Context: an optimization exercise on an open-source flow, tuned for small area, a short achievable clock period and few clock cycles per item. The choices shown serve that exercise and are no tape-out recipe. In this exercise RTL edits were held to simulation tests only and were not proved equivalent to the original. No activity file was given, so power comes from the tool's default toggle rates.

Setup of build 72:
==> flow/design.v (excerpt) <==
module priority_semaphore_bank_top (
    input  logic         aclk,
    input  logic         aresetn,
    input  logic         s_tvalid,
    output logic         s_tready,
    input  logic [47:0]  s_tdata,
    output logic         m_tvalid,
    input  logic         m_tready,
    output logic [15:0]  m_tdata,
    input  logic         cfg_valid,
    output logic         cfg_ready,
    input  logic [0:0]   cfg_index,
    input  logic [63:0]  cfg_data
);
Size: roughly 1,600 cells after synthesis, roughly 520 flip-flops, ~22,000 sq um of cells after synthesis.
Settings: LEC_CHECK=0, CAP_MARGIN=20, CORE_MARGIN=2, CORE_UTILIZATION=40, CTS_BUF_LIST=sky130_fd_sc_hd__clkbuf_8, CTS_CLUSTER_DIAMETER=80, CTS_CLUSTER_SIZE=16, SETUP_SLACK_MARGIN=2.7, SLEW_MARGIN=20; clock period 5.0 ns.
standard.sh (not shown) runs the stock make flow with config.mk's settings and CLKGATE_MAP_FILE= SYNTH_SCRIPT=/design/flow/synth_recipe.tcl, a recipe that flattens the netlist after the stock synthesis.
==> flow/flow/run.sh <==
#!/bin/bash
# Own layout flow: the standard ORFS flow (standard.sh: the unchanged
# synthesis script and registers, the design's clock and constraints), with
# two settings added on the make command line:
#  - the slow OR3 / OR4 / AND4 / MUX4 cells are marked don't-use, on top of the platform's
#    own list, so synthesis and repair build wide ORs from faster gates;
#  - the port buffers that buffer_ports inserts on every input and output are
#    sky130_fd_sc_hd__buf_2.
# make's output goes to standard.log in the work folder; ORFS writes each
# step's tool log under orfs/logs/.
set -euo pipefail
cd "$(dirname "$0")/.."

PLATFORM_DONT_USE="$(sed -n '/^export DONT_USE_CELLS += /,/^#/p' "$FLOW_HOME/platforms/sky130hd/config.mk" \
  | sed -e 's/export DONT_USE_CELLS += //' -e 's/\\//g' -e 's/^#.*//' | tr -s ' \n' ' ')"

EXTRA=""
for c in or3_1 or3_2 or3_4 or3b_1 or3b_2 or3b_4 \
         or4_1 or4_2 or4_4 or4b_1 or4b_2 or4b_4 or4bb_1 or4bb_2 or4bb_4 \
         mux4_1 mux4_2 mux4_4 and4_1 and4_2 and4_4 and4b_1 and4b_2 and4b_4 and4bb_1 and4bb_2 and4bb_4; do
  EXTRA="$EXTRA sky130_fd_sc_hd__$c"
done

echo "DONT_USE_CELLS=$PLATFORM_DONT_USE $EXTRA" > dont_use.txt
bash standard.sh "DONT_USE_CELLS=$PLATFORM_DONT_USE $EXTRA" \
  "BUFFER_PORTS_ARGS=-buffer_cell sky130_fd_sc_hd__buf_2" finish > standard.log 2>&1
Build 72 completed every stage of the flow, and the final layout passed the timing, design-rule and antenna checks.
Testbench counts of build 72, summed over its fixed seeds: cycles 19,296, items 19,200.
Setup changes, build 72 to build 30
Settings: putting ABC_AREA at 1 where nothing was set.
--- a/flow/flow/run.sh
+++ b/flow/flow/run.sh
@@ -3,5 +3,5 @@
 # synthesis script and registers, the design's clock and constraints), with
 # two settings added on the make command line:
-#  - the slow OR3 / OR4 / AND4 / MUX4 cells are marked don't-use, on top of the platform's
+#  - the slow OR3 / OR4 cells are marked don't-use, on top of the platform's
 #    own list, so synthesis and repair build wide ORs from faster gates;
 #  - the port buffers that buffer_ports inserts on every input and output are
@@ -17,6 +17,5 @@
 EXTRA=""
 for c in or3_1 or3_2 or3_4 or3b_1 or3b_2 or3b_4 \
-         or4_1 or4_2 or4_4 or4b_1 or4b_2 or4b_4 or4bb_1 or4bb_2 or4bb_4 \
-         mux4_1 mux4_2 mux4_4 and4_1 and4_2 and4_4 and4b_1 and4b_2 and4b_4 and4bb_1 and4bb_2 and4bb_4; do
+         or4_1 or4_2 or4_4 or4b_1 or4b_2 or4b_4 or4bb_1 or4bb_2 or4bb_4; do
   EXTRA="$EXTRA sky130_fd_sc_hd__$c"
 done
Diff build 72..build 30 | final-report hold violation count | unchanged. In build 30, the top achievable clock speed came out 4.5% above the value in build 72. On relative max-transition margin: build 30 sits above build 72. Looking at critical-path cell with the highest stage delay, the sky130_fd_sc_hd__edfxtp_1 result is from build 72; the sky130_fd_sc_hd__or2_4 one comes from build 30. Hold slack (build 30 over build 72): increase, 7.6 ps. Sort build 72 and build 30 by share of the core filled with cells in the final layout, descending, and build 72 comes first. In build 30, the worst setup slack came out 100 ps above the value in build 72. Build 72 ended up with compound AO/OA/AOI/OAI gates as its dominant combinational cell family by area after synthesis; build 30 ended up with simple AND/OR/NAND/NOR gates. Re die height: build 72 and build 30 aren't equal, and the lower value belongs to build 72. | die area | build 30 vs build 72 | 5.1% higher |. Build 30 ends up with lower layout-stage area growth over the synthesis result than build 72 does. | power consumption | build 30 vs build 72 | ≈ equal |.
Setup changes, build 30 to build 29
Settings: changing CTS_CLUSTER_SIZE from 16 to 24; changing CTS_BUF_LIST from sky130_fd_sc_hd__clkbuf_8 to sky130_fd_sc_hd__clkbuf_16; removing ABC_AREA (formerly 1).
Results
- When build 29 is measured against build 30, its flip-flop and latch power turns out about 2% higher.
- Build 29 against build 30: final area lower, number of placed cells counting well taps lower.
- Build 30 reports its path type of the worst setup path as in2reg while build 29 reports reg2reg.

Setup of red:
Another version of the RTL of priority_semaphore_bank_top (not shown whole).
Size: about 500 flip-flops, roughly 22000 sq um of cells after synthesis.
// priority_semaphore_bank_top
module priority_semaphore_bank_top (
    input  logic         aclk,
    input  logic         aresetn,
    input  logic         s_tvalid,
    output logic         s_tready,
    input  logic [47:0]  s_tdata,
    output logic         m_tvalid,
    input  logic         m_tready,
    output logic [15:0]  m_tdata,
    input  logic         cfg_valid,
    output logic         cfg_ready,
    input  logic [0:0]   cfg_index,
    input  logic [63:0]  cfg_data
);
Settings: LEC_CHECK=0, CAP_MARGIN=20, CORE_MARGIN=2, CORE_UTILIZATION=40, SETUP_SLACK_MARGIN=2.5, SLEW_MARGIN=20; clock period 5.0 ns.
run.sh (not shown) runs the stock make flow with config.mk's settings and CLKGATE_MAP_FILE= SYNTH_SCRIPT=/design/flow/synth_recipe.tcl, a recipe that flattens the netlist after the stock synthesis.
Stock flow here: none of the scripts above is used.
Testbench counts of red, summed over its fixed seeds: cycles 19,296, items 19,200.
Setup changes, red to blue
Settings: SETUP_SLACK_MARGIN now 3.0, was 2.5.
## What came out
blue reports a lower minimum setup slack after placement than red does. Multi-input logic area, blue and red, lower one = red. Amount of wire on met3 after detailed routing in blue vs red: up about 40%. blue vs red, worst-case setup margin in the final layout went up by 0.032 ns. Diff blue and red: final period utilization lower in blue. When blue is set beside red, its maximum vdd ir drop turns out to be 5.9% smaller. In the flow results for blue and red, the clock skew is larger on blue. Lower clock network power share goes to blue over red. The run showing the greater sequential share of layout area is red. blue — layout overhead on the synthesized area 17 points higher, red as reference.

what the ideal ports hide:
No port has a modelled driver above. Below, the same layouts with a new extraction and two added sets of constraints.
Step 1 assumes that a clkbuf_16 drives the clock port and a buf_2 every other input.
Step 2 also shifts input and output timing later by t, the mid clock arrival at the registers, as if the neighbouring blocks saw the same clock.
Three values: no drivers, after step 1, after step 2; two values: the first two.
run	t, ns	setup WS [ns]	worst setup path at the end	latest minus earliest clock arrival (ns)	pins driven straight from the clock port
build 72	0.675	2.597 / 2.597 / 2.033	input to register	0.024 / 0.024	1
build 30	0.694	2.700 / 2.732 / 2.038	input to register	0.033 / 0.032	1
build 29	0.645	2.665 / 2.665 / 2.182	input to register	0.028 / 0.028	1
red	0.660	2.407 / 2.407 / 2.035	input to register	0.035 / 0.034	1
blue	0.657	2.439 / 2.439 / 2.315	input to register	0.039 / 0.038	1
After both steps every run listed still meets setup and hold. For build 30, which loses most, drivers alone change the setup slack by +0.032 ns; drivers and shift together by -0.662 ns.
